Source: an optimization exercise on an open RTL-to-GDS flow (aim: small area). Production flows keep margins and buffers that such runs may drop.
Only simulation tests tie the RTL to the original design; equivalence was not proved.
Power and IR drop assume default switching activity. The flow treats the clock pin as an ideal source, which a real chip does not have.

== exp/nickel ==
## cpu_top
module cpu_top (
    input  logic        clk,
    input  logic        reset,
    output logic        mem_valid,
    output logic        mem_write,
    output logic [11:0] mem_address,
    output logic [31:0] mem_wdata,
    input  logic        mem_ready,
    input  logic [31:0] mem_rdata,
    output logic        halted
);
export LEC_CHECK = 0
export CAP_MARGIN = 20
export CORE_MARGIN = 2
export CORE_UTILIZATION = 60
export PLACE_DENSITY = 0.75
export SLEW_MARGIN = 20
create_clock -name core_clock -period 10.0 [get_ports {clk}]
standard.sh (not shown) runs the stock make flow with config.mk's settings and CLKGATE_MAP_FILE= SYNTH_SCRIPT=/design/flow/synth_recipe.tcl, a recipe that flattens the netlist after the stock synthesis.
==> flow/flow/run.sh <==
#!/bin/bash
# Standard ORFS layout with three changes:
#  - synthesis maps the logic with an area-oriented ABC script
#    (flow/abc_area_deep.script) instead of ORFS's speed script; the rest of
#    the synthesis, including the flip-flop mapping, is the standard flow's own script;
#  - ports are buffered with the smallest buffer;
#  - clock tree synthesis uses larger sink clusters and no dummy loads.
set -euo pipefail
here=$(pwd)
{
  head -n 1 synth_recipe.tcl
  cat <<TCL
proc abc {args} {
  set i [lsearch -exact \$args -script]
  if { \$i >= 0 } { lset args [expr {\$i + 1}] $here/flow/abc_area_deep.script }
  yosys abc {*}\$args
}
TCL
  tail -n +2 synth_recipe.tcl
} > area_synth.tcl
export BUFFER_PORTS_ARGS="-buffer_cell sky130_fd_sc_hd__buf_1"
export CTS_ARGS="-sink_clustering_enable -repair_clock_nets -dont_use_dummy_load -sink_clustering_size 33 -sink_clustering_max_diameter 80"
bash standard.sh SYNTH_SCRIPT=$here/area_synth.tcl > flow.log 2>&1
==> flow/flow/abc_area_deep.script <==
strash
&get -n
&deepsyn -T 20
&put
dch -f
amap -F 2 -A 6
topo
#### Input delta (exp/garnet over exp/nickel)
- clearing PLACE_DENSITY, which used to be 0.75
- swapping 60 for 40 in CORE_UTILIZATION
--- a/flow/flow/run.sh
+++ b/flow/flow/run.sh
@@ -22 +22 @@
-export CTS_ARGS="-sink_clustering_enable -repair_clock_nets -dont_use_dummy_load -sink_clustering_size 33 -sink_clustering_max_diameter 80"
+export CTS_ARGS="-sink_clustering_enable -repair_clock_nets -dont_use_dummy_load -sink_clustering_size 18 -sink_clustering_max_diameter 60 -buf_list {sky130_fd_sc_hd__clkbuf_8 sky130_fd_sc_hd__clkbuf_16}"
==> comparison <==
- Looking at exp/nickel and exp/garnet, the relative area of non-clock buffer cells in the final design is a wash.
- Total die area, exp/garnet vs exp/nickel: up by more than a quarter
- Relative to exp/nickel, the global-route usage over all layers of exp/garnet is lower by 5.5 points.
- When exp/garnet is set beside exp/nickel, its via count turns out to be 1.3% larger.
- Changes observed in exp/garnet relative to exp/nickel: maximum frequency decreased by about 2% relative to the old numbers; area growth from synthesis to layout increased by 4.6 points relative to the old numbers.
- | leakage power | lower: exp/nickel |
- Of exp/nickel and exp/garnet, exp/nickel shows the higher worst-case clock skew, with exp/garnet below it.
- On core utilization: between exp/nickel and exp/garnet, it ends up lower for exp/garnet.
- Routed via count divided by cell count, exp/nickel and exp/garnet: smaller value in exp/garnet
Input changes introduced in exp/yarrow (baseline for comparison: exp/garnet):
--- a/flow/flow/run.sh
+++ b/flow/flow/run.sh
@@ -22 +22 @@
-export CTS_ARGS="-sink_clustering_enable -repair_clock_nets -dont_use_dummy_load -sink_clustering_size 18 -sink_clustering_max_diameter 60 -buf_list {sky130_fd_sc_hd__clkbuf_8 sky130_fd_sc_hd__clkbuf_16}"
+export CTS_ARGS="-sink_clustering_enable -repair_clock_nets -dont_use_dummy_load -sink_clustering_size 30 -sink_clustering_max_diameter 120"
Findings:
- In summary, exp/yarrow completed successfully, with a layout that passed the timing, design-rule and antenna checks.
- Diff exp/garnet..exp/yarrow | die area | unchanged
- exp/yarrow gives less routed wire length than exp/garnet did.
- Compared with exp/garnet, in exp/yarrow measured slew at the worst slew-check pin increased 0.0078 ns, post-detailed-route wirelength per cell decreased about 0.7%, final worst slack increased 0.029 ns.
- Diff exp/garnet -> exp/yarrow: maximum fanout along the worst path saw little to no change; area added between synthesis and finish saw a decrease; number of fill cells saw an increase.
#### Input delta (exp/umber over exp/yarrow)
- a change of CORE_UTILIZATION from 40 to 50
--- a/flow/flow/run.sh
+++ b/flow/flow/run.sh
@@ -22 +22 @@
-export CTS_ARGS="-sink_clustering_enable -repair_clock_nets -dont_use_dummy_load -sink_clustering_size 30 -sink_clustering_max_diameter 120"
+export CTS_ARGS="-sink_clustering_enable -repair_clock_nets -dont_use_dummy_load -sink_clustering_size 32 -sink_clustering_max_diameter 60"
--- outcome ---
Maximum single-stage delay on the critical path for exp/umber: 0.07 ns down relative to exp/yarrow
The proportion of layout cells with a drive suffix above 1 of exp/umber exceeds that of exp/yarrow by 0.71 points.
The routed length on met2 of exp/umber is lower than that of exp/yarrow.
Starting density of the core: exp/umber higher than exp/yarrow
| final area | lower: exp/yarrow |
Lower portion of total power attributed to the clock network goes to exp/yarrow over exp/umber.
In exp/umber relative to exp/yarrow, global-route wire length before repair had gone down by a few percent.
From exp/yarrow to exp/umber, setup violation total in the final timing report did not move at all.
Compared with exp/yarrow, exp/umber shows met1 wire length lower by 550 µm.

---

Another version of the RTL of cpu_top (not shown whole).
Size: about 1000 cells after synthesis, about 600 flip-flops.
export LEC_CHECK = 0
export CAP_MARGIN = 20
export CORE_MARGIN = 2
export CORE_UTILIZATION = 40
export CTS_CLUSTER_DIAMETER = 80
export CTS_CLUSTER_SIZE = 25
export SLEW_MARGIN = 20
create_clock -name core_clock -period 10.0 [get_ports {clk}]
run.sh (not shown) runs the stock make flow with config.mk's settings and CLKGATE_MAP_FILE= SYNTH_SCRIPT=/design/flow/synth_recipe.tcl, a recipe that flattens the netlist after the stock synthesis.
Stock flow here: none of the scripts above is used.
Edit:
--- a/flow/config.mk
+++ b/flow/config.mk
@@ -11,2 +11 @@
-export CTS_CLUSTER_DIAMETER = 80
-export CTS_CLUSTER_SIZE = 25
+export CTS_BUF_LIST = sky130_fd_sc_hd__clkbuf_4 sky130_fd_sc_hd__clkbuf_8
After rerunning: The changed run passed the timing, design-rule and antenna checks. Wire length rises by 5.8%. Count of clock-buffer cells in the layout rises by 106. Via count rises by 5.0%.
Edit:
==> flow/flow/run.sh (new file) <==
#!/bin/bash
# Standard ORFS layout, with two changes: ports are buffered with the
# smallest buffer, and clock tree synthesis uses larger sink clusters and
# no dummy loads.
set -euo pipefail
export BUFFER_PORTS_ARGS="-buffer_cell sky130_fd_sc_hd__buf_1"
export CTS_ARGS="-sink_clustering_enable -repair_clock_nets -dont_use_dummy_load -sink_clustering_size 30 -sink_clustering_max_diameter 120"
bash standard.sh > flow.log 2>&1
==> flow/standard.sh (new file) <==
#!/bin/bash
# synth_recipe.tcl (not shown) runs the flow's synth.tcl, then flattens the netlist and writes it again
# the make line also repeats each setting of config.mk as NAME=value (left out here)
make -C /OpenROAD-flow-scripts/flow DESIGN_CONFIG=/design/flow/config.mk WORK_HOME=/design/flow/orfs CLKGATE_MAP_FILE= SYNTH_SCRIPT=/design/flow/synth_recipe.tcl "${@:-finish}"
--- a/flow/config.mk
+++ b/flow/config.mk
@@ -11 +10,0 @@
-export CTS_BUF_LIST = sky130_fd_sc_hd__clkbuf_4 sky130_fd_sc_hd__clkbuf_8
removed: flow/run.sh
Global-route usage shrinks by 1.2 points.
Clock power shrinks by 47%.
Wire length shrinks by 6.5%.
Edit:
==> flow/flow/run.sh (replaced) <==
#!/bin/bash
set -euo pipefail
export BUFFER_PORTS_ARGS="-buffer_cell sky130_fd_sc_hd__buf_1"
export CTS_ARGS="-sink_clustering_enable -repair_clock_nets -dont_use_dummy_load -sink_clustering_size 30 -sink_clustering_max_diameter 80"
bash standard.sh > flow.log 2>&1
--- a/flow/config.mk
+++ b/flow/config.mk
@@ -10 +10,2 @@
-export CORE_UTILIZATION = 40
+export CORE_UTILIZATION = 60
+export PLACE_DENSITY = 0.75
The changed run finished clean.
Sequential power stays flat.
Power is about the same.
Sequential share of layout area rose by 0.89 points.
Clock power hardly moves.
First-iteration DRC count rose by a quarter to a third.
Synthesized cell count does not change.
Cell count falls by roughly a tenth.
Edit:
==> flow/flow/run.sh (replaced) <==
#!/bin/bash
# Standard ORFS layout, with two changes: ports are buffered with the
# smallest buffer, and clock tree synthesis uses larger sink clusters and
# no dummy loads.
set -euo pipefail
export BUFFER_PORTS_ARGS="-buffer_cell sky130_fd_sc_hd__buf_1"
export CTS_ARGS="-sink_clustering_enable -repair_clock_nets -dont_use_dummy_load -sink_clustering_size 30 -sink_clustering_max_diameter 120"
bash standard.sh > flow.log 2>&1
--- a/flow/config.mk
+++ b/flow/config.mk
@@ -7,0 +8 @@
+export ABC_AREA = 1
@@ -10,2 +11 @@
-export CORE_UTILIZATION = 60
-export PLACE_DENSITY = 0.75
+export CORE_UTILIZATION = 40
The new run completed without violations.
Design area is higher by about 1.7%.
Register-to-register slack gets better by 1.1 ns.
Final cell count is higher by 26%.
Fmax is higher by 5.2%.
Worst hold slack gets better by 0.013 ns.
Die area is higher by 50%.
Wire length is higher by about 6%.
Power is higher by about 28%.
Worst setup slack gets better by 0.24 ns.
Clock-buffer cell count is lower by 1.

---

== blue ==
The RTL this note starts from:
==> flow/design.v <==
`timescale 1ns/1ps
module cpu_top (
    input  logic        clk,
    input  logic        reset,
    output logic        mem_valid,
    output logic        mem_write,
    output logic [11:0] mem_address,
    output logic [31:0] mem_wdata,
    input  logic        mem_ready,
    input  logic [31:0] mem_rdata,
    output logic        halted
);
    typedef enum logic [3:0] {
        S_CLR     = 4'd0,    
        S_FETCH   = 4'd1,
        S_LDREQ   = 4'd2,
        S_STREQ   = 4'd3,
        S_HALT    = 4'd4,
        S_SHALIGN = 4'd5,    
        S_SCOPY   = 4'd8,    
        S_SCOPYSH = 4'd9,    
        S_STLOAD  = 4'd10,   
        S_SHLOAD  = 4'd11,   
        S_PCROT   = 4'd12,   
        S_EXEC    = 4'd13,   
        S_EXECI   = 4'd14,   
        S_SHWRITE = 4'd15    
    } state_t;
    state_t      state;
    logic        run;
    logic [4:0]  ph;
    logic [11:0] pc;
    logic        cy;
    logic [11:0] a;
    logic [3:0]  dn;
    logic [3:0]  sn;
    logic        op30, op28;    
    logic [31:0] t;
    logic        fz, fn, fe, fp, fc;
    logic [31:0] rf [16];
    logic        ph0, ph31, low12, active, wr, clr, fetching, fetch_hs;
    logic        exec, pc_rot, pc_in, pc_cin, taken;
    logic [3:0]  raddr;
    logic        rbit, src, res, cin;
    logic        cond_ok, hold, zero_fill, knz, right;
    logic [5:0]  phk;
    assign ph0      = (ph == 5'd0);
    assign ph31     = (ph == 5'd31);
    assign low12    = ~(ph[4] | (ph[3] & ph[2]));
    assign active   = run | ph0;
    assign clr      = (state == S_CLR);
    assign exec     = (state == S_EXEC) | (state == S_EXECI);
    assign wr       = active & (exec | (state == S_SHWRITE));
    assign fetching = (state == S_FETCH) | (wr & ph31);
    assign fetch_hs = fetching & mem_ready;
    assign raddr = (state == S_SCOPY || state == S_SCOPYSH) ? sn : dn;
    assign rbit  = rf[raddr][0];
    for (genvar k = 0; k < 16; k++) begin : g_rf
        always_ff @(posedge clk) begin
            if (clr)
                rf[k] <= {1'b0, rf[k][31:1]};
            else if (wr && dn == k)
                rf[k] <= {res, rf[k][31:1]};
            else
                rf[k] <= {rf[k][0], rf[k][31:1]};
        end
    end
    assign right = a[5];
    assign knz   = |a[4:0];
    assign phk   = {1'b0, ph} + {1'b0, a[4:0]};
    assign hold      = right ? ~phk[5] : (ph < a[4:0]);
    assign zero_fill = (hold ^ right) & op28;
    assign src = t[0] & ~((state == S_EXECI) & ~low12);
    assign cin = fc & ~ph0;
    always_comb begin
        if (state == S_SHWRITE)
            res = t[0] & ~zero_fill;
        else begin
            case ({op30, op28})
                2'b00:   res = src;                     
                2'b01:   res = ~src;                    
                2'b10:   res = rbit ^ src;              
                default: res = rbit ^ src ^ cin;        
            endcase
        end
    end
    always_comb begin
        case (t[27:25])
            3'd0: cond_ok = 1'b1;
            3'd1: cond_ok = fp;
            3'd2: cond_ok = fe;
            3'd3: cond_ok = fc;
            3'd4: cond_ok = fn;
            3'd5: cond_ok = fz;
            3'd6: cond_ok = ~fc;
            default: cond_ok = ~fz;
        endcase
    end
    assign pc_rot = low12 & (clr | (active & ((state == S_STLOAD) || (state == S_PCROT) ||
                                              exec || (state == S_SHWRITE))));
    assign taken  = (state == S_PCROT) & (t[31:28] == 4'd3) & cond_ok;
    assign pc_cin = ph0 | cy;
    assign pc_in  = clr ? 1'b0 : (taken ? a[0] : (pc[0] ^ pc_cin));
    always_ff @(posedge clk) begin
        cy <= pc[0] & pc_cin;
        if (pc_rot)
            pc <= {pc_in, pc[11:1]};
    end
    always_ff @(posedge clk) begin
        if (reset) begin
            state <= S_CLR;
            run   <= 1'b0;
            ph    <= 5'd0;
            {fz, fn, fe, fp, fc} <= 5'd0;
        end else begin
            ph  <= ph + 5'd1;
            run <= state[3] & active & ~ph31;
            if (wr) begin
                if (ph0) begin
                    fz <= ~res;
                    fp <= res;
                    fe <= ~res;
                end else begin
                    fz <= fz & ~res;
                    fp <= fp ^ res;
                end
                if (ph31)
                    fn <= res;
                if (state == S_SHWRITE) begin
                    if ((right && ph31) || (!right && ph0))
                        fc <= t[0] & knz;
                end else if (op30 && op28)
                    fc <= (rbit & src) | ((rbit ^ src) & cin);
                else
                    fc <= 1'b0;
            end
            if (fetch_hs) begin
                case (mem_rdata[31:28])
                    4'd1:       state <= S_LDREQ;
                    4'd2:       state <= S_STLOAD;
                    4'd4, 4'd5,
                    4'd9:       state <= mem_rdata[24] ? S_EXECI : S_SCOPY;
                    4'd6, 4'd7: state <= mem_rdata[24] ? S_SHLOAD : S_SCOPYSH;
                    4'd8:       state <= S_HALT;
                    default:    state <= S_PCROT;
                endcase
            end else begin
                case (state)
                    S_CLR: if (ph31) state <= S_FETCH;
                    S_LDREQ: if (mem_ready) state <= S_EXEC;
                    S_STREQ: if (mem_ready) begin
                        state <= S_FETCH;
                        {fz, fn, fe, fp, fc} <= 5'd0;
                    end
                    S_SHALIGN: if (ph31) state <= S_SHWRITE;
                    S_SCOPY: if (active && ph31) state <= S_EXEC;
                    S_SCOPYSH: if (active && ph31) state <= S_SHLOAD;
                    S_SHLOAD: if (active && ph31) state <= S_SHALIGN;
                    S_STLOAD: if (active && ph31) state <= S_STREQ;
                    S_PCROT: if (active && ph == 5'd11) state <= S_FETCH;
                    S_EXEC, S_EXECI, S_SHWRITE: if (active && ph31) state <= S_FETCH;
                    default: ;
                endcase
            end
        end
    end
    always_ff @(posedge clk) begin
        if (fetch_hs) begin
            dn   <= mem_rdata[23:20];
            sn   <= mem_rdata[19:16];
            op30 <= mem_rdata[30];
            op28 <= mem_rdata[28];
            a    <= mem_rdata[11:0];
        end else begin
            if (state == S_LDREQ)
                op28 <= 1'b0;
            if (low12 && active && (state == S_SCOPYSH || state == S_PCROT))
                a <= {rbit, a[11:1]};
        end
        if (fetch_hs || (state == S_LDREQ && mem_ready))
            t <= mem_rdata;
        else if (state == S_SHALIGN) begin
            if (!hold)
                t <= {t[0], t[31:1]};
        end else if (active && state[3] && state != S_PCROT)
            t <= {rbit, t[31:1]};
    end
    assign mem_valid   = fetching | (state == S_LDREQ) | (state == S_STREQ);
    assign mem_write   = (state == S_STREQ);
    assign mem_address = (state == S_LDREQ || state == S_STREQ) ? a : pc;
    assign mem_wdata   = t;
    assign halted      = (state == S_HALT);
endmodule
clock: 10.0 ns
lec_check: 0
cap_margin: 20
core_margin: 2
core_utilization: 40
slew_margin: 20
standard.sh (not shown) runs the stock make flow with config.mk's settings and CLKGATE_MAP_FILE= SYNTH_SCRIPT=/design/flow/synth_recipe.tcl, a recipe that flattens the netlist after the stock synthesis.
==> flow/flow/run.sh <==
#!/bin/bash
# Standard ORFS layout with three changes:
#  - synthesis maps the logic with an area-oriented ABC script
#    (flow/abc_area_deep.script) instead of ORFS's speed script; the rest of
#    the synthesis, including the flip-flop mapping, is the standard flow's own script;
#  - ports are buffered with the smallest buffer;
#  - clock tree synthesis uses larger sink clusters and no dummy loads.
set -euo pipefail
here=$(pwd)
{
  head -n 1 synth_recipe.tcl
  cat <<TCL
proc abc {args} {
  set i [lsearch -exact \$args -script]
  if { \$i >= 0 } { lset args [expr {\$i + 1}] $here/flow/abc_area_deep.script }
  yosys abc {*}\$args
}
TCL
  tail -n +2 synth_recipe.tcl
} > area_synth.tcl
export BUFFER_PORTS_ARGS="-buffer_cell sky130_fd_sc_hd__buf_1"
export CTS_ARGS="-sink_clustering_enable -repair_clock_nets -dont_use_dummy_load -sink_clustering_size 30 -sink_clustering_max_diameter 120"
bash standard.sh SYNTH_SCRIPT=$here/area_synth.tcl > flow.log 2>&1
==> flow/flow/abc_area_deep.script <==
strash
&get -n
&deepsyn -T 30
&put
dch -f
amap
topo
blue completed every stage of the flow, and the final layout passed the timing, design-rule and antenna checks.
--- input diff blue..purple ---
==> flow/flow/run.sh <==
#!/bin/bash
# Standard ORFS layout, with two changes: ports are buffered with the
# smallest buffer, and clock tree synthesis uses larger sink clusters and
# no dummy loads.
set -euo pipefail
export BUFFER_PORTS_ARGS="-buffer_cell sky130_fd_sc_hd__buf_1"
export CTS_ARGS="-sink_clustering_enable -repair_clock_nets -dont_use_dummy_load -sink_clustering_size 30 -sink_clustering_max_diameter 120"
bash standard.sh > flow.log 2>&1
removed: flow/flow/abc_area_deep.script
## What came out
- Compared with blue, purple shows cell count after synthesis higher by 41.
- Compared purple against blue; proportion of final cell area spent on non-clock buffers within noise.
- Going from blue to purple, total power grows by 0.00082 W.
- Maximum single-stage delay on the critical path in purple is 120 ps above blue.
- The final reports for purple and blue show via count higher in the former.
- First-pass GRT wire length in purple is about 1.5% above blue.
- Looking only at last weighted congestion value of the routability-driven placer, and setting everything else aside, the higher value of blue and purple goes to blue.
- When the final numbers for blue and purple were put side by side, the part of the power in combinational logic turned out to be greater in purple.
- Compared with blue, purple shows a higher area of combinational cells with multiple inputs.
- Mean number of vias per cell: purple lower than blue

## static timing again, ports no longer ideal
The results above use ideal ports. As a check the final layouts listed here were re-extracted and re-timed, cells and wires unchanged. Step 1 (the two cells are an assumption about what drives the block):
set clk [get_ports {clk}]
set_driving_cell -lib_cell sky130_fd_sc_hd__clkbuf_16 $clk
set_driving_cell -lib_cell sky130_fd_sc_hd__buf_2 [delete_from_list [all_inputs] $clk]
Step 2 adds t to the input delays and takes it off the output delays; t is the mean of the earliest and latest rising clock arrival at the registers after step 1. Input paths then give back, and output paths get back, about the clock's delay inside the block. a / b / c = no drivers / after step 1 / after step 2; a / b = the first two.
run	shift t [ns]	setup slack, ns	worst hold slack (ns)	worst data-port slew with drivers (ns)
exp/nickel	0.557	4.462 / 4.462 / 4.375	0.319 / 0.319 / 0.319	0.05
exp/garnet	0.556	4.350 / 4.350 / 4.276	0.294 / 0.294 / 0.294	0.07
exp/yarrow	0.582	4.378 / 4.378 / 4.292	0.297 / 0.297 / 0.297	0.07
exp/umber	0.590	4.855 / 4.840 / 4.855	0.283 / 0.283 / 0.283	0.05
the first run of note 2	0.619	4.679 / 4.628 / 5.226	0.325 / 0.325 / 0.325	0.07
the second run of note 2	0.639	4.647 / 4.601 / 5.194	0.318 / 0.318 / 0.318	0.07
the third run of note 2	0.593	4.875 / 4.823 / 5.020	0.318 / 0.318 / 0.318	0.07
the fourth run of note 2	0.582	5.053 / 5.003 / 5.306	0.301 / 0.301 / 0.301	0.04
the fifth run of note 2	0.587	5.297 / 5.250 / 5.836	0.313 / 0.313 / 0.313	0.06
blue	0.586	5.070 / 5.070 / 5.070	0.293 / 0.293 / 0.293	0.05
purple	0.595	5.419 / 5.363 / 5.634	0.326 / 0.326 / 0.326	0.05
After both steps setup and hold are still met in every run listed. For exp/nickel, which loses most, drivers alone change the setup slack by 0.000 ns; drivers and shift together by -0.087 ns.
